From an optimization exercise on the open Yosys and OpenROAD flow, aimed at small area, a short achievable clock period and few clock cycles per item; shortcuts taken in it are not production practice. Only simulation tests tie the RTL to the original design; equivalence was not proved. No run shown here takes its clock network from TritonCTS; it comes from the design's own scripts or RTL. The clock port is modelled as an ideal driver, which makes a skipped or thinned clock tree look cheaper than it is; a real chip needs a root buffer or a tree. Power and IR drop assume default switching activity.

<file path="config.mk">
export PLATFORM = sky130hd
export DESIGN_NAME = argb_pixel_blend_unit
export DESIGN_NICKNAME = argb_pixel_blend_unit
export VERILOG_FILES = /design/flow/design.v
export SDC_FILE = /design/flow/constraint.sdc
export NUM_CORES = 4
export LEC_CHECK = 0
export CAP_MARGIN = 20
export CORE_MARGIN = 2
export CORE_UTILIZATION = 40
export SETUP_SLACK_MARGIN = 3.55
export SLEW_MARGIN = 20
export SYNTH_HIERARCHICAL = 1
</file>
<file path="design.v">
module argb_pixel_blend_unit (
  input  logic        clk_i,
  input  logic        rst_ni,
  input  logic        start_i,
  output logic        busy_o,
  input  logic [31:0] src_pixel_i,
  input  logic [31:0] dst_pixel_i,
  output logic        done_o,
  output logic [31:0] out_pixel_o,
  input  logic        cfg_valid_i,
  output logic        cfg_ready_o,
  input  logic [1:0]  cfg_index_i,
  input  logic [31:0] cfg_data_i
);
  logic [2:0]  mode_q;
  logic [7:0]  ca_q;
  logic        sel_q;
  logic [31:0] fill_q;
  assign cfg_ready_o = 1'b1;
  assign busy_o      = 1'b0;
  logic fill_set_q;
  always_ff @(posedge clk_i or negedge rst_ni) begin
    if (!rst_ni) begin
      mode_q     <= 3'd0;
      ca_q       <= 8'hFF;
      sel_q      <= 1'b0;
      fill_set_q <= 1'b0;
    end else if (cfg_valid_i) begin
      case (cfg_index_i)
        2'd0: mode_q     <= cfg_data_i[2:0];
        2'd1: ca_q       <= cfg_data_i[7:0];
        2'd2: sel_q      <= cfg_data_i[0];
        2'd3: fill_set_q <= 1'b1;
        default: ;
      endcase
    end
  end
  always_ff @(posedge clk_i) begin
    if (cfg_valid_i && cfg_index_i == 2'd3) fill_q <= cfg_data_i;
  end
  logic [31:0] s_pix;
  assign s_pix = ({32{sel_q && fill_set_q}} & fill_q) | ({32{!sel_q}} & src_pixel_i);
  logic        m_inv_src, m_inv_dst, m_blend, m_add, m_sub;
  logic [7:0]  alpha;
  logic [23:0] p_d, q_d;
  logic [7:0]  top_d;
  assign m_inv_src = (mode_q == 3'd1);
  assign m_inv_dst = (mode_q == 3'd2);
  assign m_blend   = (mode_q == 3'd3) || (mode_q == 3'd4) || (mode_q == 3'd7);
  assign m_add     = (mode_q == 3'd5);
  assign m_sub     = (mode_q == 3'd6);
  always_comb begin
    case (mode_q)
      3'd3:    alpha = s_pix[31:24];
      3'd4:    alpha = dst_pixel_i[31:24];
      default: alpha = ca_q;
    endcase
  end
  assign p_d   = m_inv_dst ? ~dst_pixel_i[23:0] :
                 (m_inv_src || m_sub) ? ~s_pix[23:0] : s_pix[23:0];
  assign q_d   = dst_pixel_i[23:0];
  assign top_d = m_inv_dst ? ~dst_pixel_i[31:24] :
                 m_inv_src ? ~s_pix[31:24] :
                 (mode_q == 3'd0) ? s_pix[31:24] : 8'd0;
  logic        v1_q;
  logic [23:0] p_q, q_q;
  logic [7:0]  top1_q, ra_q;
  logic        dir1_q, dirb1_q, add1_q, sub1_q;
  always_ff @(posedge clk_i or negedge rst_ni) begin
    if (!rst_ni) v1_q <= 1'b0;
    else         v1_q <= start_i;
  end
  logic [7:0] rb_q, rb;
  always_ff @(posedge clk_i) begin
    p_q     <= p_d;
    q_q     <= q_d;
    top1_q  <= top_d;
    ra_q    <= m_blend ? alpha : 8'd0;
    rb_q    <= m_blend ? ~alpha : 8'd0;
    dir1_q  <= !m_blend;
    dirb1_q <= m_add || m_sub;
    add1_q  <= m_add;
    sub1_q  <= m_sub;
  end
  assign rb = rb_q;
  logic [7:0] pp0 [8];
  logic [7:0] da0, db0;
  always_comb begin
    for (int i = 0; i < 8; i++)
      pp0[i] = ({8{ra_q[i]}} & p_q[7:0]) | ({8{rb[i]}} & q_q[7:0]);
  end
  assign da0 = p_q[7:0] & {8{dir1_q}};
  assign db0 = q_q[7:0] & {8{dirb1_q}};
  logic [7:0] pp1 [8];
  logic [7:0] da1, db1;
  always_comb begin
    for (int i = 0; i < 8; i++)
      pp1[i] = ({8{ra_q[i]}} & p_q[15:8]) | ({8{rb[i]}} & q_q[15:8]);
  end
  assign da1 = p_q[15:8] & {8{dir1_q}};
  assign db1 = q_q[15:8] & {8{dirb1_q}};
  logic [7:0] pp2 [8];
  logic [7:0] da2, db2;
  always_comb begin
    for (int i = 0; i < 8; i++)
      pp2[i] = ({8{ra_q[i]}} & p_q[23:16]) | ({8{rb[i]}} & q_q[23:16]);
  end
  assign da2 = p_q[23:16] & {8{dir1_q}};
  assign db2 = q_q[23:16] & {8{dirb1_q}};
  logic [2:0] cy1;
  logic [9:0] cys0;
  assign cys0 = {1'b0, p_q[7:0], sub1_q} + {1'b0, q_q[7:0], sub1_q};
  assign cy1[0] = cys0[9];
  logic [9:0] cys1;
  assign cys1 = {1'b0, p_q[15:8], sub1_q} + {1'b0, q_q[15:8], sub1_q};
  assign cy1[1] = cys1[9];
  logic [9:0] cys2;
  assign cys2 = {1'b0, p_q[23:16], sub1_q} + {1'b0, q_q[23:16], sub1_q};
  assign cy1[2] = cys2[9];
  logic t0_1;
  logic t0_2;
  abp_fa u_t0_1 (.a(pp0[0][2]), .b(pp0[1][1]), .c(pp0[2][0]), .s(t0_1), .co(t0_2));
  logic t0_3;
  logic t0_4;
  abp_fa u_t0_3 (.a(pp0[0][3]), .b(pp0[1][2]), .c(pp0[2][1]), .s(t0_3), .co(t0_4));
  logic t0_5;
  logic t0_6;
  abp_fa u_t0_5 (.a(pp0[0][4]), .b(pp0[1][3]), .c(pp0[2][2]), .s(t0_5), .co(t0_6));
  logic t0_7;
  logic t0_8;
  abp_fa u_t0_7 (.a(pp0[0][5]), .b(pp0[1][4]), .c(pp0[2][3]), .s(t0_7), .co(t0_8));
  logic t0_9;
  logic t0_10;
  abp_fa u_t0_9 (.a(pp0[3][2]), .b(pp0[4][1]), .c(pp0[5][0]), .s(t0_9), .co(t0_10));
  logic t0_11;
  logic t0_12;
  abp_fa u_t0_11 (.a(pp0[0][6]), .b(pp0[1][5]), .c(pp0[2][4]), .s(t0_11), .co(t0_12));
  logic t0_13;
  logic t0_14;
  abp_fa u_t0_13 (.a(pp0[3][3]), .b(pp0[4][2]), .c(pp0[5][1]), .s(t0_13), .co(t0_14));
  logic t0_15;
  logic t0_16;
  abp_fa u_t0_15 (.a(pp0[0][7]), .b(pp0[1][6]), .c(pp0[2][5]), .s(t0_15), .co(t0_16));
  logic t0_17;
  logic t0_18;
  abp_fa u_t0_17 (.a(pp0[3][4]), .b(pp0[4][3]), .c(pp0[5][2]), .s(t0_17), .co(t0_18));
  logic t0_19;
  logic t0_20;
  abp_fa u_t0_19 (.a(pp0[1][7]), .b(pp0[2][6]), .c(pp0[3][5]), .s(t0_19), .co(t0_20));
  logic t0_21;
  logic t0_22;
  abp_fa u_t0_21 (.a(pp0[4][4]), .b(pp0[5][3]), .c(pp0[6][2]), .s(t0_21), .co(t0_22));
  logic t0_23;
  logic t0_24;
  abp_fa u_t0_23 (.a(pp0[7][1]), .b(da0[0]), .c(db0[0]), .s(t0_23), .co(t0_24));
  logic t0_25;
  logic t0_26;
  abp_fa u_t0_25 (.a(pp0[2][7]), .b(pp0[3][6]), .c(pp0[4][5]), .s(t0_25), .co(t0_26));
  logic t0_27;
  logic t0_28;
  abp_fa u_t0_27 (.a(pp0[5][4]), .b(pp0[6][3]), .c(pp0[7][2]), .s(t0_27), .co(t0_28));
  logic t0_29;
  logic t0_30;
  abp_ha u_t0_29 (.a(da0[1]), .b(db0[1]), .s(t0_29), .co(t0_30));
  logic t0_31;
  logic t0_32;
  abp_fa u_t0_31 (.a(pp0[3][7]), .b(pp0[4][6]), .c(pp0[5][5]), .s(t0_31), .co(t0_32));
  logic t0_33;
  logic t0_34;
  abp_fa u_t0_33 (.a(pp0[6][4]), .b(pp0[7][3]), .c(da0[2]), .s(t0_33), .co(t0_34));
  logic t0_35;
  logic t0_36;
  abp_fa u_t0_35 (.a(pp0[4][7]), .b(pp0[5][6]), .c(pp0[6][5]), .s(t0_35), .co(t0_36));
  logic t0_37;
  logic t0_38;
  abp_fa u_t0_37 (.a(pp0[7][4]), .b(da0[3]), .c(db0[3]), .s(t0_37), .co(t0_38));
  logic t0_39;
  logic t0_40;
  abp_fa u_t0_39 (.a(pp0[5][7]), .b(pp0[6][6]), .c(pp0[7][5]), .s(t0_39), .co(t0_40));
  logic t0_41;
  logic t0_42;
  abp_fa u_t0_41 (.a(pp0[6][7]), .b(pp0[7][6]), .c(da0[5]), .s(t0_41), .co(t0_42));
  logic t0_43;
  logic t0_44;
  abp_fa u_t0_43 (.a(pp0[7][7]), .b(da0[6]), .c(db0[6]), .s(t0_43), .co(t0_44));
  logic t1_1;
  logic t1_2;
  abp_fa u_t1_1 (.a(pp1[0][2]), .b(pp1[1][1]), .c(pp1[2][0]), .s(t1_1), .co(t1_2));
  logic t1_3;
  logic t1_4;
  abp_fa u_t1_3 (.a(pp1[0][3]), .b(pp1[1][2]), .c(pp1[2][1]), .s(t1_3), .co(t1_4));
  logic t1_5;
  logic t1_6;
  abp_fa u_t1_5 (.a(pp1[0][4]), .b(pp1[1][3]), .c(pp1[2][2]), .s(t1_5), .co(t1_6));
  logic t1_7;
  logic t1_8;
  abp_fa u_t1_7 (.a(pp1[0][5]), .b(pp1[1][4]), .c(pp1[2][3]), .s(t1_7), .co(t1_8));
  logic t1_9;
  logic t1_10;
  abp_fa u_t1_9 (.a(pp1[3][2]), .b(pp1[4][1]), .c(pp1[5][0]), .s(t1_9), .co(t1_10));
  logic t1_11;
  logic t1_12;
  abp_fa u_t1_11 (.a(pp1[0][6]), .b(pp1[1][5]), .c(pp1[2][4]), .s(t1_11), .co(t1_12));
  logic t1_13;
  logic t1_14;
  abp_fa u_t1_13 (.a(pp1[3][3]), .b(pp1[4][2]), .c(pp1[5][1]), .s(t1_13), .co(t1_14));
  logic t1_15;
  logic t1_16;
  abp_fa u_t1_15 (.a(pp1[0][7]), .b(pp1[1][6]), .c(pp1[2][5]), .s(t1_15), .co(t1_16));
  logic t1_17;
  logic t1_18;
  abp_fa u_t1_17 (.a(pp1[3][4]), .b(pp1[4][3]), .c(pp1[5][2]), .s(t1_17), .co(t1_18));
  logic t1_19;
  logic t1_20;
  abp_fa u_t1_19 (.a(pp1[1][7]), .b(pp1[2][6]), .c(pp1[3][5]), .s(t1_19), .co(t1_20));
  logic t1_21;
  logic t1_22;
  abp_fa u_t1_21 (.a(pp1[4][4]), .b(pp1[5][3]), .c(pp1[6][2]), .s(t1_21), .co(t1_22));
  logic t1_23;
  logic t1_24;
  abp_fa u_t1_23 (.a(pp1[7][1]), .b(da1[0]), .c(db1[0]), .s(t1_23), .co(t1_24));
  logic t1_25;
  logic t1_26;
  abp_fa u_t1_25 (.a(pp1[2][7]), .b(pp1[3][6]), .c(pp1[4][5]), .s(t1_25), .co(t1_26));
  logic t1_27;
  logic t1_28;
  abp_fa u_t1_27 (.a(pp1[5][4]), .b(pp1[6][3]), .c(pp1[7][2]), .s(t1_27), .co(t1_28));
  logic t1_29;
  logic t1_30;
  abp_ha u_t1_29 (.a(da1[1]), .b(db1[1]), .s(t1_29), .co(t1_30));
  logic t1_31;
  logic t1_32;
  abp_fa u_t1_31 (.a(pp1[3][7]), .b(pp1[4][6]), .c(pp1[5][5]), .s(t1_31), .co(t1_32));
  logic t1_33;
  logic t1_34;
  abp_fa u_t1_33 (.a(pp1[6][4]), .b(pp1[7][3]), .c(da1[2]), .s(t1_33), .co(t1_34));
  logic t1_35;
  logic t1_36;
  abp_fa u_t1_35 (.a(pp1[4][7]), .b(pp1[5][6]), .c(pp1[6][5]), .s(t1_35), .co(t1_36));
  logic t1_37;
  logic t1_38;
  abp_fa u_t1_37 (.a(pp1[7][4]), .b(da1[3]), .c(db1[3]), .s(t1_37), .co(t1_38));
  logic t1_39;
  logic t1_40;
  abp_fa u_t1_39 (.a(pp1[5][7]), .b(pp1[6][6]), .c(pp1[7][5]), .s(t1_39), .co(t1_40));
  logic t1_41;
  logic t1_42;
  abp_fa u_t1_41 (.a(pp1[6][7]), .b(pp1[7][6]), .c(da1[5]), .s(t1_41), .co(t1_42));
  logic t1_43;
  logic t1_44;
  abp_fa u_t1_43 (.a(pp1[7][7]), .b(da1[6]), .c(db1[6]), .s(t1_43), .co(t1_44));
  logic t2_1;
  logic t2_2;
  abp_fa u_t2_1 (.a(pp2[0][2]), .b(pp2[1][1]), .c(pp2[2][0]), .s(t2_1), .co(t2_2));
  logic t2_3;
  logic t2_4;
  abp_fa u_t2_3 (.a(pp2[0][3]), .b(pp2[1][2]), .c(pp2[2][1]), .s(t2_3), .co(t2_4));
  logic t2_5;
  logic t2_6;
  abp_fa u_t2_5 (.a(pp2[0][4]), .b(pp2[1][3]), .c(pp2[2][2]), .s(t2_5), .co(t2_6));
  logic t2_7;
  logic t2_8;
  abp_fa u_t2_7 (.a(pp2[0][5]), .b(pp2[1][4]), .c(pp2[2][3]), .s(t2_7), .co(t2_8));
  logic t2_9;
  logic t2_10;
  abp_fa u_t2_9 (.a(pp2[3][2]), .b(pp2[4][1]), .c(pp2[5][0]), .s(t2_9), .co(t2_10));
  logic t2_11;
  logic t2_12;
  abp_fa u_t2_11 (.a(pp2[0][6]), .b(pp2[1][5]), .c(pp2[2][4]), .s(t2_11), .co(t2_12));
  logic t2_13;
  logic t2_14;
  abp_fa u_t2_13 (.a(pp2[3][3]), .b(pp2[4][2]), .c(pp2[5][1]), .s(t2_13), .co(t2_14));
  logic t2_15;
  logic t2_16;
  abp_fa u_t2_15 (.a(pp2[0][7]), .b(pp2[1][6]), .c(pp2[2][5]), .s(t2_15), .co(t2_16));
  logic t2_17;
  logic t2_18;
  abp_fa u_t2_17 (.a(pp2[3][4]), .b(pp2[4][3]), .c(pp2[5][2]), .s(t2_17), .co(t2_18));
  logic t2_19;
  logic t2_20;
  abp_fa u_t2_19 (.a(pp2[1][7]), .b(pp2[2][6]), .c(pp2[3][5]), .s(t2_19), .co(t2_20));
  logic t2_21;
  logic t2_22;
  abp_fa u_t2_21 (.a(pp2[4][4]), .b(pp2[5][3]), .c(pp2[6][2]), .s(t2_21), .co(t2_22));
  logic t2_23;
  logic t2_24;
  abp_fa u_t2_23 (.a(pp2[7][1]), .b(da2[0]), .c(db2[0]), .s(t2_23), .co(t2_24));
  logic t2_25;
  logic t2_26;
  abp_fa u_t2_25 (.a(pp2[2][7]), .b(pp2[3][6]), .c(pp2[4][5]), .s(t2_25), .co(t2_26));
  logic t2_27;
  logic t2_28;
  abp_fa u_t2_27 (.a(pp2[5][4]), .b(pp2[6][3]), .c(pp2[7][2]), .s(t2_27), .co(t2_28));
  logic t2_29;
  logic t2_30;
  abp_ha u_t2_29 (.a(da2[1]), .b(db2[1]), .s(t2_29), .co(t2_30));
  logic t2_31;
  logic t2_32;
  abp_fa u_t2_31 (.a(pp2[3][7]), .b(pp2[4][6]), .c(pp2[5][5]), .s(t2_31), .co(t2_32));
  logic t2_33;
  logic t2_34;
  abp_fa u_t2_33 (.a(pp2[6][4]), .b(pp2[7][3]), .c(da2[2]), .s(t2_33), .co(t2_34));
  logic t2_35;
  logic t2_36;
  abp_fa u_t2_35 (.a(pp2[4][7]), .b(pp2[5][6]), .c(pp2[6][5]), .s(t2_35), .co(t2_36));
  logic t2_37;
  logic t2_38;
  abp_fa u_t2_37 (.a(pp2[7][4]), .b(da2[3]), .c(db2[3]), .s(t2_37), .co(t2_38));
  logic t2_39;
  logic t2_40;
  abp_fa u_t2_39 (.a(pp2[5][7]), .b(pp2[6][6]), .c(pp2[7][5]), .s(t2_39), .co(t2_40));
  logic t2_41;
  logic t2_42;
  abp_fa u_t2_41 (.a(pp2[6][7]), .b(pp2[7][6]), .c(da2[5]), .s(t2_41), .co(t2_42));
  logic t2_43;
  logic t2_44;
  abp_fa u_t2_43 (.a(pp2[7][7]), .b(da2[6]), .c(db2[6]), .s(t2_43), .co(t2_44));
  logic t0_45;
  logic t0_46;
  abp_fa u_t0_45 (.a(t0_2), .b(t0_3), .c(pp0[3][0]), .s(t0_45), .co(t0_46));
  logic t0_47;
  logic t0_48;
  abp_fa u_t0_47 (.a(t0_4), .b(t0_5), .c(pp0[3][1]), .s(t0_47), .co(t0_48));
  logic t0_49;
  logic t0_50;
  abp_fa u_t0_49 (.a(t0_6), .b(t0_7), .c(t0_9), .s(t0_49), .co(t0_50));
  logic t0_51;
  logic t0_52;
  abp_fa u_t0_51 (.a(t0_8), .b(t0_10), .c(t0_11), .s(t0_51), .co(t0_52));
  logic t0_53;
  logic t0_54;
  abp_fa u_t0_53 (.a(t0_12), .b(t0_14), .c(t0_15), .s(t0_53), .co(t0_54));
  logic t0_55;
  logic t0_56;
  abp_fa u_t0_55 (.a(t0_17), .b(pp0[6][1]), .c(pp0[7][0]), .s(t0_55), .co(t0_56));
  logic t0_57;
  logic t0_58;
  abp_fa u_t0_57 (.a(t0_16), .b(t0_18), .c(t0_19), .s(t0_57), .co(t0_58));
  logic t0_59;
  logic t0_60;
  abp_ha u_t0_59 (.a(t0_21), .b(t0_23), .s(t0_59), .co(t0_60));
  logic t0_61;
  logic t0_62;
  abp_fa u_t0_61 (.a(t0_20), .b(t0_22), .c(t0_24), .s(t0_61), .co(t0_62));
  logic t0_63;
  logic t0_64;
  abp_fa u_t0_63 (.a(t0_25), .b(t0_27), .c(t0_29), .s(t0_63), .co(t0_64));
  logic t0_65;
  logic t0_66;
  abp_fa u_t0_65 (.a(t0_26), .b(t0_28), .c(t0_30), .s(t0_65), .co(t0_66));
  logic t0_67;
  logic t0_68;
  abp_fa u_t0_67 (.a(t0_31), .b(t0_33), .c(db0[2]), .s(t0_67), .co(t0_68));
  logic t0_69;
  logic t0_70;
  abp_fa u_t0_69 (.a(t0_32), .b(t0_34), .c(t0_35), .s(t0_69), .co(t0_70));
  logic t0_71;
  logic t0_72;
  abp_fa u_t0_71 (.a(t0_36), .b(t0_38), .c(t0_39), .s(t0_71), .co(t0_72));
  logic t0_73;
  logic t0_74;
  abp_fa u_t0_73 (.a(t0_40), .b(t0_41), .c(db0[5]), .s(t0_73), .co(t0_74));
  logic t0_75;
  logic t0_76;
  abp_fa u_t0_75 (.a(t0_44), .b(da0[7]), .c(db0[7]), .s(t0_75), .co(t0_76));
  logic t1_45;
  logic t1_46;
  abp_fa u_t1_45 (.a(t1_2), .b(t1_3), .c(pp1[3][0]), .s(t1_45), .co(t1_46));
  logic t1_47;
  logic t1_48;
  abp_fa u_t1_47 (.a(t1_4), .b(t1_5), .c(pp1[3][1]), .s(t1_47), .co(t1_48));
  logic t1_49;
  logic t1_50;
  abp_fa u_t1_49 (.a(t1_6), .b(t1_7), .c(t1_9), .s(t1_49), .co(t1_50));
  logic t1_51;
  logic t1_52;
  abp_fa u_t1_51 (.a(t1_8), .b(t1_10), .c(t1_11), .s(t1_51), .co(t1_52));
  logic t1_53;
  logic t1_54;
  abp_fa u_t1_53 (.a(t1_12), .b(t1_14), .c(t1_15), .s(t1_53), .co(t1_54));
  logic t1_55;
  logic t1_56;
  abp_fa u_t1_55 (.a(t1_17), .b(pp1[6][1]), .c(pp1[7][0]), .s(t1_55), .co(t1_56));
  logic t1_57;
  logic t1_58;
  abp_fa u_t1_57 (.a(t1_16), .b(t1_18), .c(t1_19), .s(t1_57), .co(t1_58));
  logic t1_59;
  logic t1_60;
  abp_ha u_t1_59 (.a(t1_21), .b(t1_23), .s(t1_59), .co(t1_60));
  logic t1_61;
  logic t1_62;
  abp_fa u_t1_61 (.a(t1_20), .b(t1_22), .c(t1_24), .s(t1_61), .co(t1_62));
  logic t1_63;
  logic t1_64;
  abp_fa u_t1_63 (.a(t1_25), .b(t1_27), .c(t1_29), .s(t1_63), .co(t1_64));
  logic t1_65;
  logic t1_66;
  abp_fa u_t1_65 (.a(t1_26), .b(t1_28), .c(t1_30), .s(t1_65), .co(t1_66));
  logic t1_67;
  logic t1_68;
  abp_fa u_t1_67 (.a(t1_31), .b(t1_33), .c(db1[2]), .s(t1_67), .co(t1_68));
  logic t1_69;
  logic t1_70;
  abp_fa u_t1_69 (.a(t1_32), .b(t1_34), .c(t1_35), .s(t1_69), .co(t1_70));
  logic t1_71;
  logic t1_72;
  abp_fa u_t1_71 (.a(t1_36), .b(t1_38), .c(t1_39), .s(t1_71), .co(t1_72));
  logic t1_73;
  logic t1_74;
  abp_fa u_t1_73 (.a(t1_40), .b(t1_41), .c(db1[5]), .s(t1_73), .co(t1_74));
  logic t1_75;
  logic t1_76;
  abp_fa u_t1_75 (.a(t1_44), .b(da1[7]), .c(db1[7]), .s(t1_75), .co(t1_76));
  logic t2_45;
  logic t2_46;
  abp_fa u_t2_45 (.a(t2_2), .b(t2_3), .c(pp2[3][0]), .s(t2_45), .co(t2_46));
  logic t2_47;
  logic t2_48;
  abp_fa u_t2_47 (.a(t2_4), .b(t2_5), .c(pp2[3][1]), .s(t2_47), .co(t2_48));
  logic t2_49;
  logic t2_50;
  abp_fa u_t2_49 (.a(t2_6), .b(t2_7), .c(t2_9), .s(t2_49), .co(t2_50));
  logic t2_51;
  logic t2_52;
  abp_fa u_t2_51 (.a(t2_8), .b(t2_10), .c(t2_11), .s(t2_51), .co(t2_52));
  logic t2_53;
  logic t2_54;
  abp_fa u_t2_53 (.a(t2_12), .b(t2_14), .c(t2_15), .s(t2_53), .co(t2_54));
  logic t2_55;
  logic t2_56;
  abp_fa u_t2_55 (.a(t2_17), .b(pp2[6][1]), .c(pp2[7][0]), .s(t2_55), .co(t2_56));
  logic t2_57;
  logic t2_58;
  abp_fa u_t2_57 (.a(t2_16), .b(t2_18), .c(t2_19), .s(t2_57), .co(t2_58));
  logic t2_59;
  logic t2_60;
  abp_ha u_t2_59 (.a(t2_21), .b(t2_23), .s(t2_59), .co(t2_60));
  logic t2_61;
  logic t2_62;
  abp_fa u_t2_61 (.a(t2_20), .b(t2_22), .c(t2_24), .s(t2_61), .co(t2_62));
  logic t2_63;
  logic t2_64;
  abp_fa u_t2_63 (.a(t2_25), .b(t2_27), .c(t2_29), .s(t2_63), .co(t2_64));
  logic t2_65;
  logic t2_66;
  abp_fa u_t2_65 (.a(t2_26), .b(t2_28), .c(t2_30), .s(t2_65), .co(t2_66));
  logic t2_67;
  logic t2_68;
  abp_fa u_t2_67 (.a(t2_31), .b(t2_33), .c(db2[2]), .s(t2_67), .co(t2_68));
  logic t2_69;
  logic t2_70;
  abp_fa u_t2_69 (.a(t2_32), .b(t2_34), .c(t2_35), .s(t2_69), .co(t2_70));
  logic t2_71;
  logic t2_72;
  abp_fa u_t2_71 (.a(t2_36), .b(t2_38), .c(t2_39), .s(t2_71), .co(t2_72));
  logic t2_73;
  logic t2_74;
  abp_fa u_t2_73 (.a(t2_40), .b(t2_41), .c(db2[5]), .s(t2_73), .co(t2_74));
  logic t2_75;
  logic t2_76;
  abp_fa u_t2_75 (.a(t2_44), .b(da2[7]), .c(db2[7]), .s(t2_75), .co(t2_76));
  logic v2_q, add2_q, sub2_q;
  logic [7:0] top2_q;
  logic [2:0] cy2_q;
  always_ff @(posedge clk_i or negedge rst_ni) begin
    if (!rst_ni) v2_q <= 1'b0;
    else         v2_q <= v1_q;
  end
  logic [43:0] r2_0_q;
  logic [43:0] r2_1_q;
  logic [43:0] r2_2_q;
  always_ff @(posedge clk_i) begin
    add2_q <= add1_q;
    sub2_q <= sub1_q;
    top2_q <= top1_q;
    cy2_q <= cy1;
    r2_0_q <= {t0_76, t0_75, t0_43, t0_42, t0_74, t0_73, t0_72, db0[4], da0[4], t0_71, t0_70, t0_37, t0_69, t0_68, t0_66, t0_67, t0_65, t0_64, t0_62, t0_63, t0_61, t0_60, t0_58, t0_59, t0_57, t0_56, t0_54, t0_55, t0_53, t0_52, pp0[6][0], t0_13, t0_51, t0_50, t0_49, t0_48, pp0[4][0], t0_47, t0_46, t0_45, t0_1, pp0[1][0], pp0[0][1], pp0[0][0]};
    r2_1_q <= {t1_76, t1_75, t1_43, t1_42, t1_74, t1_73, t1_72, db1[4], da1[4], t1_71, t1_70, t1_37, t1_69, t1_68, t1_66, t1_67, t1_65, t1_64, t1_62, t1_63, t1_61, t1_60, t1_58, t1_59, t1_57, t1_56, t1_54, t1_55, t1_53, t1_52, pp1[6][0], t1_13, t1_51, t1_50, t1_49, t1_48, pp1[4][0], t1_47, t1_46, t1_45, t1_1, pp1[1][0], pp1[0][1], pp1[0][0]};
    r2_2_q <= {t2_76, t2_75, t2_43, t2_42, t2_74, t2_73, t2_72, db2[4], da2[4], t2_71, t2_70, t2_37, t2_69, t2_68, t2_66, t2_67, t2_65, t2_64, t2_62, t2_63, t2_61, t2_60, t2_58, t2_59, t2_57, t2_56, t2_54, t2_55, t2_53, t2_52, pp2[6][0], t2_13, t2_51, t2_50, t2_49, t2_48, pp2[4][0], t2_47, t2_46, t2_45, t2_1, pp2[1][0], pp2[0][1], pp2[0][0]};
  end
  logic t2_0_1;
  logic t2_0_2;
  abp_ha u_t2_0_1 (.a(r2_0_q[10]), .b(r2_0_q[11]), .s(t2_0_1), .co(t2_0_2));
  logic t2_0_3;
  logic t2_0_4;
  abp_ha u_t2_0_3 (.a(r2_0_q[14]), .b(r2_0_q[15]), .s(t2_0_3), .co(t2_0_4));
  logic t2_0_5;
  logic t2_0_6;
  abp_fa u_t2_0_5 (.a(r2_0_q[17]), .b(r2_0_q[18]), .c(r2_0_q[19]), .s(t2_0_5), .co(t2_0_6));
  logic t2_0_7;
  logic t2_0_8;
  abp_fa u_t2_0_7 (.a(r2_0_q[21]), .b(r2_0_q[22]), .c(r2_0_q[23]), .s(t2_0_7), .co(t2_0_8));
  logic t2_0_9;
  logic t2_0_10;
  abp_fa u_t2_0_9 (.a(r2_0_q[25]), .b(r2_0_q[26]), .c(r2_0_q[27]), .s(t2_0_9), .co(t2_0_10));
  logic t2_0_11;
  logic t2_0_12;
  abp_fa u_t2_0_11 (.a(r2_0_q[29]), .b(r2_0_q[30]), .c(r2_0_q[31]), .s(t2_0_11), .co(t2_0_12));
  logic t2_0_13;
  logic t2_0_14;
  abp_fa u_t2_0_13 (.a(r2_0_q[33]), .b(r2_0_q[34]), .c(r2_0_q[35]), .s(t2_0_13), .co(t2_0_14));
  logic t2_1_1;
  logic t2_1_2;
  abp_ha u_t2_1_1 (.a(r2_1_q[10]), .b(r2_1_q[11]), .s(t2_1_1), .co(t2_1_2));
  logic t2_1_3;
  logic t2_1_4;
  abp_ha u_t2_1_3 (.a(r2_1_q[14]), .b(r2_1_q[15]), .s(t2_1_3), .co(t2_1_4));
  logic t2_1_5;
  logic t2_1_6;
  abp_fa u_t2_1_5 (.a(r2_1_q[17]), .b(r2_1_q[18]), .c(r2_1_q[19]), .s(t2_1_5), .co(t2_1_6));
  logic t2_1_7;
  logic t2_1_8;
  abp_fa u_t2_1_7 (.a(r2_1_q[21]), .b(r2_1_q[22]), .c(r2_1_q[23]), .s(t2_1_7), .co(t2_1_8));
  logic t2_1_9;
  logic t2_1_10;
  abp_fa u_t2_1_9 (.a(r2_1_q[25]), .b(r2_1_q[26]), .c(r2_1_q[27]), .s(t2_1_9), .co(t2_1_10));
  logic t2_1_11;
  logic t2_1_12;
  abp_fa u_t2_1_11 (.a(r2_1_q[29]), .b(r2_1_q[30]), .c(r2_1_q[31]), .s(t2_1_11), .co(t2_1_12));
  logic t2_1_13;
  logic t2_1_14;
  abp_fa u_t2_1_13 (.a(r2_1_q[33]), .b(r2_1_q[34]), .c(r2_1_q[35]), .s(t2_1_13), .co(t2_1_14));
  logic t2_2_1;
  logic t2_2_2;
  abp_ha u_t2_2_1 (.a(r2_2_q[10]), .b(r2_2_q[11]), .s(t2_2_1), .co(t2_2_2));
  logic t2_2_3;
  logic t2_2_4;
  abp_ha u_t2_2_3 (.a(r2_2_q[14]), .b(r2_2_q[15]), .s(t2_2_3), .co(t2_2_4));
  logic t2_2_5;
  logic t2_2_6;
  abp_fa u_t2_2_5 (.a(r2_2_q[17]), .b(r2_2_q[18]), .c(r2_2_q[19]), .s(t2_2_5), .co(t2_2_6));
  logic t2_2_7;
  logic t2_2_8;
  abp_fa u_t2_2_7 (.a(r2_2_q[21]), .b(r2_2_q[22]), .c(r2_2_q[23]), .s(t2_2_7), .co(t2_2_8));
  logic t2_2_9;
  logic t2_2_10;
  abp_fa u_t2_2_9 (.a(r2_2_q[25]), .b(r2_2_q[26]), .c(r2_2_q[27]), .s(t2_2_9), .co(t2_2_10));
  logic t2_2_11;
  logic t2_2_12;
  abp_fa u_t2_2_11 (.a(r2_2_q[29]), .b(r2_2_q[30]), .c(r2_2_q[31]), .s(t2_2_11), .co(t2_2_12));
  logic t2_2_13;
  logic t2_2_14;
  abp_fa u_t2_2_13 (.a(r2_2_q[33]), .b(r2_2_q[34]), .c(r2_2_q[35]), .s(t2_2_13), .co(t2_2_14));
  logic t2_0_15;
  logic t2_0_16;
  abp_ha u_t2_0_15 (.a(r2_0_q[5]), .b(r2_0_q[6]), .s(t2_0_15), .co(t2_0_16));
  logic t2_0_17;
  logic t2_0_18;
  abp_ha u_t2_0_17 (.a(r2_0_q[8]), .b(r2_0_q[9]), .s(t2_0_17), .co(t2_0_18));
  logic t2_0_19;
  logic t2_0_20;
  abp_fa u_t2_0_19 (.a(t2_0_1), .b(r2_0_q[12]), .c(r2_0_q[13]), .s(t2_0_19), .co(t2_0_20));
  logic t2_0_21;
  logic t2_0_22;
  abp_fa u_t2_0_21 (.a(t2_0_2), .b(t2_0_3), .c(r2_0_q[16]), .s(t2_0_21), .co(t2_0_22));
  logic t2_0_23;
  logic t2_0_24;
  abp_fa u_t2_0_23 (.a(t2_0_4), .b(t2_0_5), .c(r2_0_q[20]), .s(t2_0_23), .co(t2_0_24));
  logic t2_0_25;
  logic t2_0_26;
  abp_fa u_t2_0_25 (.a(t2_0_6), .b(t2_0_7), .c(r2_0_q[24]), .s(t2_0_25), .co(t2_0_26));
  logic t2_0_27;
  logic t2_0_28;
  abp_fa u_t2_0_27 (.a(t2_0_8), .b(t2_0_9), .c(r2_0_q[28]), .s(t2_0_27), .co(t2_0_28));
  logic t2_0_29;
  logic t2_0_30;
  abp_fa u_t2_0_29 (.a(t2_0_10), .b(t2_0_11), .c(r2_0_q[32]), .s(t2_0_29), .co(t2_0_30));
  logic t2_0_31;
  logic t2_0_32;
  abp_fa u_t2_0_31 (.a(t2_0_12), .b(t2_0_13), .c(r2_0_q[36]), .s(t2_0_31), .co(t2_0_32));
  logic t2_0_33;
  logic t2_0_34;
  abp_fa u_t2_0_33 (.a(t2_0_14), .b(r2_0_q[37]), .c(r2_0_q[38]), .s(t2_0_33), .co(t2_0_34));
  logic t2_0_35;
  logic t2_0_36;
  abp_fa u_t2_0_35 (.a(r2_0_q[39]), .b(r2_0_q[40]), .c(r2_0_q[41]), .s(t2_0_35), .co(t2_0_36));
  logic t2_1_15;
  logic t2_1_16;
  abp_ha u_t2_1_15 (.a(r2_1_q[5]), .b(r2_1_q[6]), .s(t2_1_15), .co(t2_1_16));
  logic t2_1_17;
  logic t2_1_18;
  abp_ha u_t2_1_17 (.a(r2_1_q[8]), .b(r2_1_q[9]), .s(t2_1_17), .co(t2_1_18));
  logic t2_1_19;
  logic t2_1_20;
  abp_fa u_t2_1_19 (.a(t2_1_1), .b(r2_1_q[12]), .c(r2_1_q[13]), .s(t2_1_19), .co(t2_1_20));
  logic t2_1_21;
  logic t2_1_22;
  abp_fa u_t2_1_21 (.a(t2_1_2), .b(t2_1_3), .c(r2_1_q[16]), .s(t2_1_21), .co(t2_1_22));
  logic t2_1_23;
  logic t2_1_24;
  abp_fa u_t2_1_23 (.a(t2_1_4), .b(t2_1_5), .c(r2_1_q[20]), .s(t2_1_23), .co(t2_1_24));
  logic t2_1_25;
  logic t2_1_26;
  abp_fa u_t2_1_25 (.a(t2_1_6), .b(t2_1_7), .c(r2_1_q[24]), .s(t2_1_25), .co(t2_1_26));
  logic t2_1_27;
  logic t2_1_28;
  abp_fa u_t2_1_27 (.a(t2_1_8), .b(t2_1_9), .c(r2_1_q[28]), .s(t2_1_27), .co(t2_1_28));
  logic t2_1_29;
  logic t2_1_30;
  abp_fa u_t2_1_29 (.a(t2_1_10), .b(t2_1_11), .c(r2_1_q[32]), .s(t2_1_29), .co(t2_1_30));
  logic t2_1_31;
  logic t2_1_32;
  abp_fa u_t2_1_31 (.a(t2_1_12), .b(t2_1_13), .c(r2_1_q[36]), .s(t2_1_31), .co(t2_1_32));
  logic t2_1_33;
  logic t2_1_34;
  abp_fa u_t2_1_33 (.a(t2_1_14), .b(r2_1_q[37]), .c(r2_1_q[38]), .s(t2_1_33), .co(t2_1_34));
  logic t2_1_35;
  logic t2_1_36;
  abp_fa u_t2_1_35 (.a(r2_1_q[39]), .b(r2_1_q[40]), .c(r2_1_q[41]), .s(t2_1_35), .co(t2_1_36));
  logic t2_2_15;
  logic t2_2_16;
  abp_ha u_t2_2_15 (.a(r2_2_q[5]), .b(r2_2_q[6]), .s(t2_2_15), .co(t2_2_16));
  logic t2_2_17;
  logic t2_2_18;
  abp_ha u_t2_2_17 (.a(r2_2_q[8]), .b(r2_2_q[9]), .s(t2_2_17), .co(t2_2_18));
  logic t2_2_19;
  logic t2_2_20;
  abp_fa u_t2_2_19 (.a(t2_2_1), .b(r2_2_q[12]), .c(r2_2_q[13]), .s(t2_2_19), .co(t2_2_20));
  logic t2_2_21;
  logic t2_2_22;
  abp_fa u_t2_2_21 (.a(t2_2_2), .b(t2_2_3), .c(r2_2_q[16]), .s(t2_2_21), .co(t2_2_22));
  logic t2_2_23;
  logic t2_2_24;
  abp_fa u_t2_2_23 (.a(t2_2_4), .b(t2_2_5), .c(r2_2_q[20]), .s(t2_2_23), .co(t2_2_24));
  logic t2_2_25;
  logic t2_2_26;
  abp_fa u_t2_2_25 (.a(t2_2_6), .b(t2_2_7), .c(r2_2_q[24]), .s(t2_2_25), .co(t2_2_26));
  logic t2_2_27;
  logic t2_2_28;
  abp_fa u_t2_2_27 (.a(t2_2_8), .b(t2_2_9), .c(r2_2_q[28]), .s(t2_2_27), .co(t2_2_28));
  logic t2_2_29;
  logic t2_2_30;
  abp_fa u_t2_2_29 (.a(t2_2_10), .b(t2_2_11), .c(r2_2_q[32]), .s(t2_2_29), .co(t2_2_30));
  logic t2_2_31;
  logic t2_2_32;
  abp_fa u_t2_2_31 (.a(t2_2_12), .b(t2_2_13), .c(r2_2_q[36]), .s(t2_2_31), .co(t2_2_32));
  logic t2_2_33;
  logic t2_2_34;
  abp_fa u_t2_2_33 (.a(t2_2_14), .b(r2_2_q[37]), .c(r2_2_q[38]), .s(t2_2_33), .co(t2_2_34));
  logic t2_2_35;
  logic t2_2_36;
  abp_fa u_t2_2_35 (.a(r2_2_q[39]), .b(r2_2_q[40]), .c(r2_2_q[41]), .s(t2_2_35), .co(t2_2_36));
  logic [6:0] lo3_0;
  assign lo3_0 = {1'b0, t2_0_16, t2_0_15, r2_0_q[4], r2_0_q[3], r2_0_q[1], r2_0_q[0]} + {1'b0, t2_0_17, r2_0_q[7], 1'b0, 1'b0, r2_0_q[2], 1'b0};
  logic [6:0] lo3_1;
  assign lo3_1 = {1'b0, t2_1_16, t2_1_15, r2_1_q[4], r2_1_q[3], r2_1_q[1], r2_1_q[0]} + {1'b0, t2_1_17, r2_1_q[7], 1'b0, 1'b0, r2_1_q[2], 1'b0};
  logic [6:0] lo3_2;
  assign lo3_2 = {1'b0, t2_2_16, t2_2_15, r2_2_q[4], r2_2_q[3], r2_2_q[1], r2_2_q[0]} + {1'b0, t2_2_17, r2_2_q[7], 1'b0, 1'b0, r2_2_q[2], 1'b0};
  logic v3_q, add3_q, sub3_q;
  logic [7:0] top3_q;
  logic [2:0] cy3_q;
  always_ff @(posedge clk_i or negedge rst_ni) begin
    if (!rst_ni) v3_q <= 1'b0;
    else         v3_q <= v2_q;
  end
  logic [21:0] r3_0_q;
  logic [21:0] r3_1_q;
  logic [21:0] r3_2_q;
  always_ff @(posedge clk_i) begin
    add3_q <= add2_q;
    sub3_q <= sub2_q;
    top3_q <= top2_q;
    cy3_q <= cy2_q;
    r3_0_q <= {r2_0_q[43], r2_0_q[42], t2_0_36, t2_0_35, t2_0_34, t2_0_33, t2_0_32, t2_0_31, t2_0_30, t2_0_29, t2_0_28, t2_0_27, t2_0_26, t2_0_25, t2_0_24, t2_0_23, t2_0_22, t2_0_21, (t2_0_20 | sub2_q), (lo3_0[6] | sub2_q), t2_0_19, (t2_0_18 | sub2_q)};
    r3_1_q <= {r2_1_q[43], r2_1_q[42], t2_1_36, t2_1_35, t2_1_34, t2_1_33, t2_1_32, t2_1_31, t2_1_30, t2_1_29, t2_1_28, t2_1_27, t2_1_26, t2_1_25, t2_1_24, t2_1_23, t2_1_22, t2_1_21, (t2_1_20 | sub2_q), (lo3_1[6] | sub2_q), t2_1_19, (t2_1_18 | sub2_q)};
    r3_2_q <= {r2_2_q[43], r2_2_q[42], t2_2_36, t2_2_35, t2_2_34, t2_2_33, t2_2_32, t2_2_31, t2_2_30, t2_2_29, t2_2_28, t2_2_27, t2_2_26, t2_2_25, t2_2_24, t2_2_23, t2_2_22, t2_2_21, (t2_2_20 | sub2_q), (lo3_2[6] | sub2_q), t2_2_19, (t2_2_18 | sub2_q)};
  end
  logic [7:0] res_d [3];
  logic [16:0] fa0, fb0, fs0;
  assign fa0 = {r3_0_q[21], r3_0_q[19], r3_0_q[17], r3_0_q[15], r3_0_q[13], r3_0_q[11], r3_0_q[9], r3_0_q[7], r3_0_q[5], r3_0_q[3], r3_0_q[0], 1'b0, 1'b0, 1'b0, 1'b0, 1'b0, 1'b0};
  assign fb0 = {1'b0, r3_0_q[20], r3_0_q[18], r3_0_q[16], r3_0_q[14], r3_0_q[12], r3_0_q[10], r3_0_q[8], r3_0_q[6], r3_0_q[4], r3_0_q[1], 1'b0, 1'b0, 1'b0, 1'b0, 1'b0, 1'b0};
  assign fs0[5:0] = 6'd0;
  logic [11:0] fh0;
  assign fh0 = {fa0[16:6], r3_0_q[2]} + {fb0[16:6], r3_0_q[2]};
  assign fs0[16:6] = fh0[11:1];
  assign res_d[0] = (add3_q && cy3_q[0]) ? 8'hFF :
                    (sub3_q && !cy3_q[0]) ? 8'h00 : fs0[15:8];
  logic [16:0] fa1, fb1, fs1;
  assign fa1 = {r3_1_q[21], r3_1_q[19], r3_1_q[17], r3_1_q[15], r3_1_q[13], r3_1_q[11], r3_1_q[9], r3_1_q[7], r3_1_q[5], r3_1_q[3], r3_1_q[0], 1'b0, 1'b0, 1'b0, 1'b0, 1'b0, 1'b0};
  assign fb1 = {1'b0, r3_1_q[20], r3_1_q[18], r3_1_q[16], r3_1_q[14], r3_1_q[12], r3_1_q[10], r3_1_q[8], r3_1_q[6], r3_1_q[4], r3_1_q[1], 1'b0, 1'b0, 1'b0, 1'b0, 1'b0, 1'b0};
  assign fs1[5:0] = 6'd0;
  logic [11:0] fh1;
  assign fh1 = {fa1[16:6], r3_1_q[2]} + {fb1[16:6], r3_1_q[2]};
  assign fs1[16:6] = fh1[11:1];
  assign res_d[1] = (add3_q && cy3_q[1]) ? 8'hFF :
                    (sub3_q && !cy3_q[1]) ? 8'h00 : fs1[15:8];
  logic [16:0] fa2, fb2, fs2;
  assign fa2 = {r3_2_q[21], r3_2_q[19], r3_2_q[17], r3_2_q[15], r3_2_q[13], r3_2_q[11], r3_2_q[9], r3_2_q[7], r3_2_q[5], r3_2_q[3], r3_2_q[0], 1'b0, 1'b0, 1'b0, 1'b0, 1'b0, 1'b0};
  assign fb2 = {1'b0, r3_2_q[20], r3_2_q[18], r3_2_q[16], r3_2_q[14], r3_2_q[12], r3_2_q[10], r3_2_q[8], r3_2_q[6], r3_2_q[4], r3_2_q[1], 1'b0, 1'b0, 1'b0, 1'b0, 1'b0, 1'b0};
  assign fs2[5:0] = 6'd0;
  logic [11:0] fh2;
  assign fh2 = {fa2[16:6], r3_2_q[2]} + {fb2[16:6], r3_2_q[2]};
  assign fs2[16:6] = fh2[11:1];
  assign res_d[2] = (add3_q && cy3_q[2]) ? 8'hFF :
                    (sub3_q && !cy3_q[2]) ? 8'h00 : fs2[15:8];
  logic        vo_q;
  logic [31:0] out_q;
  always_ff @(posedge clk_i or negedge rst_ni) begin
    if (!rst_ni) vo_q <= 1'b0;
    else         vo_q <= v3_q;
  end
  always_ff @(posedge clk_i) begin
    out_q <= {top3_q, res_d[2], res_d[1], res_d[0]};
  end
  assign done_o      = vo_q;
  assign out_pixel_o = out_q;
endmodule
module abp_fa (
  input  logic a,
  input  logic b,
  input  logic c,
  output logic s,
  output logic co
);
  assign s  = a ^ b ^ c;
  assign co = (a & b) | (a & c) | (b & c);
endmodule
module abp_ha (
  input  logic a,
  input  logic b,
  output logic s,
  output logic co
);
  assign s  = a ^ b;
  assign co = a & b;
endmodule
</file>
<file path="flow/pre_cts.tcl">
# PRE_CTS hook: build the clock tree here (two buffer levels, see
# clock_tree.tcl) instead of TritonCTS, whose H-tree adds a third level.
source [file join [file dirname [info script]] clock_tree.tcl]
build_clock_tree 6 4 sky130_fd_sc_hd__clkbuf_8 sky130_fd_sc_hd__clkbuf_16
set_propagated_clock [all_clocks]
# cts.tcl calls clock_tree_synthesis next; the tree is already built.
rename clock_tree_synthesis orfs_unused_clock_tree_synthesis
proc clock_tree_synthesis {args} {
  puts "clock_tree_synthesis skipped: clock tree built by flow/pre_cts.tcl"
}
</file>
<file path="flow/clock_tree.tcl">
proc build_clock_tree {nx ny leafcell rootcell} {
  set db [ord::get_db]
  set block [ord::get_db_block]
  set clk [$block findNet clk_i]
  set pts {}
  foreach it [$clk getITerms] {
    set inst [$it getInst]
    set b [$inst getBBox]
    lappend pts [list $it [expr {([$b xMin]+[$b xMax])/2}] [expr {([$b yMin]+[$b yMax])/2}]]
  }
  set n [llength $pts]
  set byx [lsort -integer -index 1 $pts]
  set leaves {}
  for {set i 0} {$i < $nx} {incr i} {
    set col [lsort -integer -index 2 [lrange $byx [expr {$i * $n / $nx}] [expr {($i + 1) * $n / $nx - 1}]]]
    set m [llength $col]
    for {set j 0} {$j < $ny} {incr j} {
      set c [lrange $col [expr {$j * $m / $ny}] [expr {($j + 1) * $m / $ny - 1}]]
      if {[llength $c] == 0} continue
      set cx 0; set cy 0
      foreach p $c { set cx [expr {$cx + [lindex $p 1]}]; set cy [expr {$cy + [lindex $p 2]}] }
      set q [expr {($i < $nx / 2 ? 0 : 1) + ($j < $ny / 2 ? 0 : 2)}]
      lappend leaves [list $c [expr {$cx / [llength $c]}] [expr {$cy / [llength $c]}] $q]
    }
  }
  set leafm [$db findMaster $leafcell]
  set rootm [$db findMaster $rootcell]
  set k 0
  for {set q 0} {$q < 4} {incr q} {
    set mine {}
    foreach l $leaves { if {[lindex $l 3] == $q} { lappend mine $l } }
    if {[llength $mine] == 0} continue
    set rx 0; set ry 0
    foreach l $mine { set rx [expr {$rx + [lindex $l 1]}]; set ry [expr {$ry + [lindex $l 2]}] }
    set root [odb::dbInst_create $block $rootm clkbuf_root_$q]
    $root setLocation [expr {$rx / [llength $mine]}] [expr {$ry / [llength $mine]}]
    $root setPlacementStatus PLACED
    set rnet [odb::dbNet_create $block clknet_root_$q]
    $rnet setSigType CLOCK
    [$root findITerm A] connect $clk
    [$root findITerm X] connect $rnet
    foreach l $mine {
      set b [odb::dbInst_create $block $leafm clkbuf_leaf_$k]
      $b setLocation [lindex $l 1] [lindex $l 2]
      $b setPlacementStatus PLACED
      set net [odb::dbNet_create $block clknet_leaf_$k]
      $net setSigType CLOCK
      [$b findITerm A] connect $rnet
      [$b findITerm X] connect $net
      foreach p [lindex $l 0] {
        set it [lindex $p 0]
        $it disconnect
        $it connect $net
      }
      incr k
    }
  }
  $clk setSigType CLOCK
  puts "build_clock_tree: $n sinks, $k leaf buffers"
}
</file>
<file path="flow/run.sh">
#!/bin/bash
# The standard layout (the standard.sh, standard synthesis unchanged) with
# smaller port buffers and a two-level clock tree built by flow/pre_cts.tcl
# (four root buffers on the clock port, twenty-four leaf buffers) in place of
# TritonCTS. Each tool's output goes to standard.log.
set -euo pipefail
export BUFFER_PORTS_ARGS="-buffer_cell sky130_fd_sc_hd__buf_2"
export PRE_CTS_TCL="$PWD/flow/pre_cts.tcl"
bash standard.sh > standard.log 2>&1
</file>
<file path="standard.sh">
#!/bin/bash
# synth_recipe.tcl (not shown) runs the flow's synth.tcl, then flattens the netlist and writes it again
# the make line also repeats each setting of config.mk as NAME=value (left out here)
make -C /OpenROAD-flow-scripts/flow DESIGN_CONFIG=/design/flow/config.mk WORK_HOME=/design/flow/orfs CLKGATE_MAP_FILE= SYNTH_SCRIPT=/design/flow/synth_recipe.tcl "${@:-finish}"
</file>
<file path="constraint.sdc">
create_clock -name core_clock -period 5.5 [get_ports {clk_i}]
set_input_delay 1.1000 -clock core_clock [delete_from_list [all_inputs] [get_ports {clk_i}]]
set_output_delay 1.1000 -clock core_clock [all_outputs]
set_load 0.01 [all_outputs]
</file>
==> impl_metrics.ini, run 1 <==
[setup_path]
cp_cell_sequence = buf_2
critPathRequiredTime_ns = 4.40
path_class = flip-flop to output port
r2r-start = ra_q[7]
cp-startpoint = vo_q
start_kind = flip-flop
cp_slowest_cell = dfrtp_1
r2r-end = r2_0_q[42]
crit_fanout = 1
cp_top_family = flip-flops
cpPeakStageDelay_ns = 0.37
cp.arrival_ns = 0.84
worst-path-stages = 1
r2r_cells = 4
cp-end-kind = output port
crit_end = done_o
worst-path-buf-inv = 1
reg2reg_slack_ns = 3.58

[final_layout]
drive_gt1_share_pct = 19.68
syn2layout_area_growth_pct = 9.757
utilization_pct = 44.29
final_common_cell = dfxtp_1
fill_cells = 3777
mostFrequentLayoutCells = dfxtp_1, a22o_1, fa_1
nNetsFinal = 1711

[synthesis]
yosysWarnings = 15
syn-cell-area_mm2 = 0.01685
yosysSeqAreaShare_pct = 46.66
synth-edff-count = 32
postSynthCellCount = 1314
ys_types = 58
syn_avg_cell_area_um2 = 12.82
yosys_most_used_dff = dfxtp_1
syn_nets = 1641
ys_seq_elements = 372
async_reset_ff_share_pct = 4.570

[timing]
fin_tns_setup_ns = 0
fin_skew_ns = 0.02732
rsz0062_at_grt = yes
final-hold-violation-count = 0
tightest_slew_ns = 0.6610
slew_headroom_pct = 55.93
drv_slew = 0
period_needed_ns = 1.937
max_freq_mhz = 516.3
period_share_pct = 35.22
setup_viol = 0

[detailed_routing]
antenna_left = 0
dr.first_iter.drc_count = 658
drc = 0
vias = 10604
dr.pass1.iters = 5
via_per_inst = 5.511
wl_um = 39810
routedWlPerCell_um = 20.69

[grt]
grt_start_max_net_pins = 35
busiest_layer = met2
grt_remaining_overflow = 0
grt_antenna_before_repair = 6
use_met2_pct = 28.05
first_global_vias = 10918
grt_use_total_pct = 17.76
grt_pass1_wl_um = 62070
grt_use_met1_pct = 25.03
grt.met3_usage_pct = 3.442

[floorplan]
ios = 137
core-area_mm2 = 0.04176
die_area_mm2 = 0.04378
fp.dieH_um = 209.2
rows = 75
start_util_pct = 40.35
fp.dieW_um = 209.2

[power]
power_density_mw_per_mm2 = 525.3
leakagePower_nw = 8.017
vdd.ir_drop.worst_mv = 0.2486

[placed_design]
dpl.hpwl_um = 27470
port-buffer-count = 134
gp_congestion = 0.8267

[worst_hold_path]
hold_class = flip-flop to flip-flop
worst_hold_startpoint = top2_q[0]

[job]
drv_cap = 0

[cts]
path_clk_slew_ns = 0.09
cts_hold_buf = 0
clock_latency_ns = 0.33

[outcome]
status = complete, no violations
[repair_timing]
item / in CTS / in global routing
gates cloned: 1 / 0
pin swaps: 0 / 0
resized for setup: 38 / 31
endpoints found under the setup margin: 119 / 73
setup buffers: 3 / 3
[cell families (layout without fill, tap and decap cells)]
kind of cell               Yosys count  in the layout  synth area share [%]
AOI/OAI and AO/OA                  359            360                 16.92
xor gates and xnor gates            39             39                 2.027
adders and majority gates          225            225                 23.39
buffers and inverters              111            178                 2.755
DFF                                372            372                 46.66
muxes                               52             52                 3.238
other                                2              5               0.04457
and+or+nand+nor                    154            154                 4.960
[state kept, by name, summed over array words and instances (netlist names), 24 cells and up]
register / flops
p_q: 24
r2_2_q: 42
r2_0_q: 42
r2_1_q: 42
fill_q: 32
q_q: 24
out_q: 32
[where the power goes]
| part | internal (mW) | leakage [nW] | total [mW] | switching [mW] |
|---|---|---|---|---|
| Combinational | 1.85 | 4.62 | 3.83 | 1.98 |
| Sequential | 3.74 | 3.18 | 4.58 | 0.838 |
| Clock | 0.528 | 0.222 | 1.31 | 0.782 |
[per-layer routing]
metal	wire [um]	vias up
li1	-	4842
met1	17950	5259
met2	17660	433
met3	3074	64
met4	1094	6
met5	25	-
[Yosys cell counts (4+ instances only)]
| cell | n | area (um^2) |
|---|---|---|
| ha_1 | 75 | 938.4 |
| nand3b_1 | 4 | 30.03 |
| a22oi_1 | 24 | 180.2 |
| dfstp_2 | 8 | 210.2 |
| a31o_2 | 5 | 43.79 |
| or2_2 | 8 | 50.05 |
| nand2b_1 | 4 | 25.02 |
| buf_2 | 8 | 40.04 |
| o21ai_0 | 29 | 145.1 |
| a32o_1 | 8 | 80.08 |
| nand2_1 | 24 | 90.09 |
| a211oi_1 | 6 | 45.04 |
| o211ai_1 | 5 | 37.54 |
| nand4_1 | 5 | 31.28 |
| a22o_1 | 197 | 1725 |
| clkbuf_1 | 83 | 311.6 |
| buf_6 | 4 | 45.04 |
| o22ai_1 | 8 | 50.05 |
| and3_1 | 6 | 37.54 |
| a41oi_1 | 4 | 35.03 |
| mux2i_1 | 32 | 320.3 |
| fa_1 | 150 | 3003 |
| a21o_1 | 20 | 150.1 |
| nor2_1 | 31 | 116.4 |
| a21oi_1 | 24 | 120.1 |
| and2_1 | 51 | 319.1 |
| a211o_1 | 4 | 35.03 |
| mux2_2 | 20 | 225.2 |
| edfxtp_1 | 32 | 960.9 |
| xnor2_1 | 32 | 280.3 |
| xor2_1 | 7 | 61.31 |
| o21bai_1 | 6 | 45.04 |
| dfxtp_1 | 323 | 6466 |
| nand3_1 | 8 | 40.04 |
| buf_1 | 13 | 48.80 |
| dfrtp_1 | 9 | 225.2 |
[final cells by class]
| cell class | instances | area, um^2 | share of cell area [%] |
|---|---|---|---|
| antenna | 3 | 7.507 | 0.04059 |
| timing repair buffer | 149 | 838.3 | 4.533 |
| sequential | 372 | 7943 | 42.95 |
| tap | 539 | 674.4 | 3.647 |
| multi-input combinational | 832 | 8593 | 46.47 |
| inverter | 1 | 7.507 | 0.04059 |
| buffer | 28 | 430.4 | 2.327 |
[stage by stage]
stage | worst slack [ns] | power (mW) | area [um^2] | hold WS, ns | cells
finish | 3.563 | 9.716 | 18490 | 0.3335 | 1924
global route | 3.532 | 10.56 | 18490 | 0.3354 | 1921
CTS | 3.551 | 9.752 | 18390 | 0.3359 | 1918
detailed placement | 2.940 | 8.379 | 17830 | 0.3121 | 1886
global placement | 3.028 | 8.230 | 17810 | 0.3103 | 1885
floorplan | 3.561 | 7.119 | 16850 | 0.3096 | 1314
[Yosys stat by module (local to each module, per instance)]
module | cells | copies in the design | flops+latches
argb_pixel_blend_unit | 1146 | 1 | 372
abp_fa | 1 | 150 | 0
abp_ha | 1 | 18 | 0
[how the worst min path moves through the flow]
stage            endpoint  cells after the start  slack (ns)
3_5_place_dp    out_q[24]                      0        0.31
6_report        top3_q[0]                      0        0.33
2_1_floorplan      add2_q                      0        0.31
4_1_cts        r3_2_q[20]                      0        0.34
3_3_place_gp   r3_2_q[20]                      0        0.31
5_1_grt         top3_q[7]                      0        0.34
Testbench counts, summed over its fixed seeds: cycles 16,967, items 16,026.
==> inputs of run 2 (changes only) <==
--- a/config.mk
+++ b/config.mk
@@ -9,5 +9,5 @@
 export CORE_MARGIN = 2
 export CORE_UTILIZATION = 40
-export SETUP_SLACK_MARGIN = 3.55
+export SETUP_SLACK_MARGIN = 3.6
 export SLEW_MARGIN = 20
 export SYNTH_HIERARCHICAL = 1
==> run 2 against run 1 <==
  * Critical path type unchanged
  * Maximum frequency about the same
  * Largest power group unchanged
  * Register-to-register slack about the same
  * Setup slack improved by 0.0011 ns
  * Worst hold slack got worse by 0.0067 ns
  * Highest routed layer unchanged
  * Sequential share of layout area decreased by 0.66 points
  * Still clean
  * Clock skew decreased by 0.0056 ns
==> impl_metrics.ini, run 2 <==
[synthesis]
synth_compound_area_share_pct = 16.92
synth-edff-count = 32
synthTopCellsByCount = dfxtp_1, a22o_1, fa_1, clkbuf_1, ha_1
synth_area_leaders = dfxtp_1, fa_1, a22o_1, edfxtp_1, ha_1
async_reset_ff_share_pct = 4.570
yosysSeqAreaShare_pct = 46.66
synth_top_family_by_area = adder cells
synthMuxAreaShare_pct = 3.238
postSynthCellCount = 1314
syn-cell-area_mm2 = 0.01685
synth_adder_area_share_pct = 23.39
synth-simple-area-share_pct = 4.960
ys_seq_elements = 372
synth-xor-area-share_pct = 2.027
synth.most_common_cell = dfxtp_1
syn_nets = 1641
synth_top_area_cell = dfxtp_1
yosysWarnings = 15
yosys.area.top_type_share_pct = 38.38
syn_avg_cell_area_um2 = 12.82
yosys_most_used_dff = dfxtp_1
ys_types = 58

[timing]
tightest_slew_ns = 0.6140
slew_headroom_pct = 59.07
finalWorstSetupSlack_ns = 3.564
period_needed_ns = 1.936
rsz0062_at_grt = yes
max_freq_mhz = 516.6
drv_slew = 0
final-hold-violation-count = 0
fin_tns_setup_ns = 0
fin_skew_ns = 0.02175
setup_viol = 0
period_share_pct = 35.20

[cts]
cts_hold_buf = 0
clock_latency_ns = 0.32
path_clk_slew_ns = 0.09

[worst_hold_path]
worst_hold_startpoint = top2_q[1]
hold_depth = 0
min_delay_worst_endpoint = top3_q[1]
hold_class = flip-flop to flip-flop

[floorplan]
ios = 137
start_util_pct = 40.35
fp.dieW_um = 209.2
core-area_mm2 = 0.04176
fp.dieH_um = 209.2
die_area_mm2 = 0.04378
rows = 75

[setup_path]
cp-end-kind = output port
reg2reg_slack_ns = 3.58
crit_fanout = 1
cp_slowest_cell = dfrtp_1
worst-path-buf-inv = 1
r2r-end = r2_2_q[24]
cp_top_family = flip-flops
r2r_cells = 4
start_kind = flip-flop
path_class = flip-flop to output port
r2r-start = ra_q[5]
cpPeakStageDelay_ns = 0.38
cp.arrival_ns = 0.84
cp_cell_sequence = buf_2
critPathRequiredTime_ns = 4.40

[grt]
first_global_vias = 10985
grt_antenna_before_repair = 5
grt_use_total_pct = 17.94
grt_pass1_wl_um = 62560
grt_start_max_net_pins = 35
grt_remaining_overflow = 0

[detailed_routing]
wl_um = 41010
dr.first_iter.drc_count = 642
via_per_inst = 5.494
dr.pass1.iters = 7
routedWlPerCell_um = 21.21
drc = 0
antenna_left = 0
vias = 10625

[outcome]
status = complete, no violations

[final_layout]
syn2layout_area_growth_pct = 12.21
drive_gt1_share_pct = 23.56
nNetsFinal = 1721
mostFrequentLayoutCells = dfxtp_1, a22o_1, fa_1
reg_top3 = r2_0_q: 42 flops, r2_1_q: 42 flops, r2_2_q: 42 flops
final_common_cell = dfxtp_1

[placed_design]
gp_congestion = 0.8136
dpl.hpwl_um = 27730
place_ws_ns = 2.945
port-buffer-count = 134

[power]
vdd.ir_drop.worst_mv = 0.2299
leakagePower_nw = 8.168
power_density_mw_per_mm2 = 525.7

[job]
drv_cap = 0
run 2: cell counts after synthesis:
No cell type changed its count.
run 2: layout make-up:
type,count,area (um^2)
Timing Repair inverter,1,7.507
Antenna cell,3,7.507
Tap cell,539,674.4
Fill cell,3720,22850
Buffer,28,430.4
Sequential cell,372,7996
Timing Repair Buffer,158,1100
Multi-Input combinational cell,832,8685
Inverter,1,7.507
run 2: report_power, final:
| part | switching, mW | internal, mW |
|---|---|---|
| logic | 2.04 | 1.99 |
| clock network | 0.778 | 0.528 |
| registers | 0.837 | 3.77 |
| total | 3.65 | 6.29 |
run 2: worst max-delay path by stage:
stage | cells after the start | end | slack, ns | from
3_3_place_gp | 4 | p_q[12] | 3.03 | mode_q[0]
5_1_grt | 1 | done_o | 3.53 | vo_q
4_1_cts | 1 | done_o | 3.55 | vo_q
6_report | 1 | done_o | 3.56 | vo_q
3_5_place_dp | 4 | p_q[7] | 2.94 | mode_q[0]
2_1_floorplan | 4 | r2_2_q[24] | 3.61 | ra_q[3]
run 2: timing repair:
action | 4_1_cts | 5_1_grt
pin swaps | 1 | 12
resized for setup | 72 | 75
gates cloned | 2 | 0
buffers inserted | 6 | 11
endpoints found under the setup margin | 152 | 88
run 2: per-stage QoR:
| step | std cells | total power, mW | hold WS (ns) | instance area, um^2 | util, % |
|---|---|---|---|---|---|
| after detailed placement | 1884 | 8.399 | 0.3121 | 17840 | 42.72 |
| after global placement | 1884 | 8.232 | 0.3097 | 17840 | 42.72 |
| final | 1934 | 9.940 | 0.3268 | 18910 | 45.28 |
| after global routing | 1931 | 10.75 | 0.3359 | 18900 | 45.26 |
| after floorplan | 1314 | 7.131 | 0.3096 | 16890 | - |
| after CTS | 1920 | 9.818 | 0.3289 | 18520 | 44.36 |
run 2: cell families after synthesis:
logic type	after synthesis
adders and majority gates	225
and+or+nand+nor	154
muxes	52
DFF	372
buffers and inverters	111
AOI/OAI and AO/OA	359
other	2
xor gates and xnor gates	39
run 2: layer usage:
layer	GRT usage, %	share of wire (%)
met1	25.00	44
met2	28.89	45
met3	2.961	7.1
met4	5.197	4.0
met5	0	0.085
run 2: per-module statistics from Yosys, one instance, submodules excluded:
module / area [um^2] / flip-flops and latches / cells inside
abp_ha: 12.51 / 0 / 1
abp_fa: 20.02 / 0 / 1
argb_pixel_blend_unit: 13620 / 372 / 1146

-- port drivers added, routing unchanged --
How much do the figures lean on ideal ports? The routed layouts below were timed once more, with nothing changed but the port constraints.
Step 1 assumes that a clkbuf_16 drives the clock port and a buf_2 every other input.
Step 2 adds t to the input delays and takes it off the output delays; t is the mean of the earliest and latest rising clock arrival at the registers after step 1. Input paths then give back, and output paths get back, about the clock's delay inside the block.
Three values: ideal ports, drivers, drivers and shift; two values: the first two.
| run | t, ns | setup slack, ns | clock arrival spread, ns | worst register clock-pin slew, ns | cell pins on the clock port's net |
|---|---|---|---|---|---|
| run 1 | 0.433 | 3.563 / 3.446 / 3.318 | 0.029 / 0.028 | 0.10 / 0.10 | 4 |
| run 2 | 0.426 | 3.564 / 3.451 / 3.331 | 0.022 / 0.022 | 0.10 / 0.10 | 4 |
After both steps setup and hold are still met in every run listed. The setup slack of run 1, which loses most, moves by -0.117 ns with the drivers and by -0.245 ns with both steps.
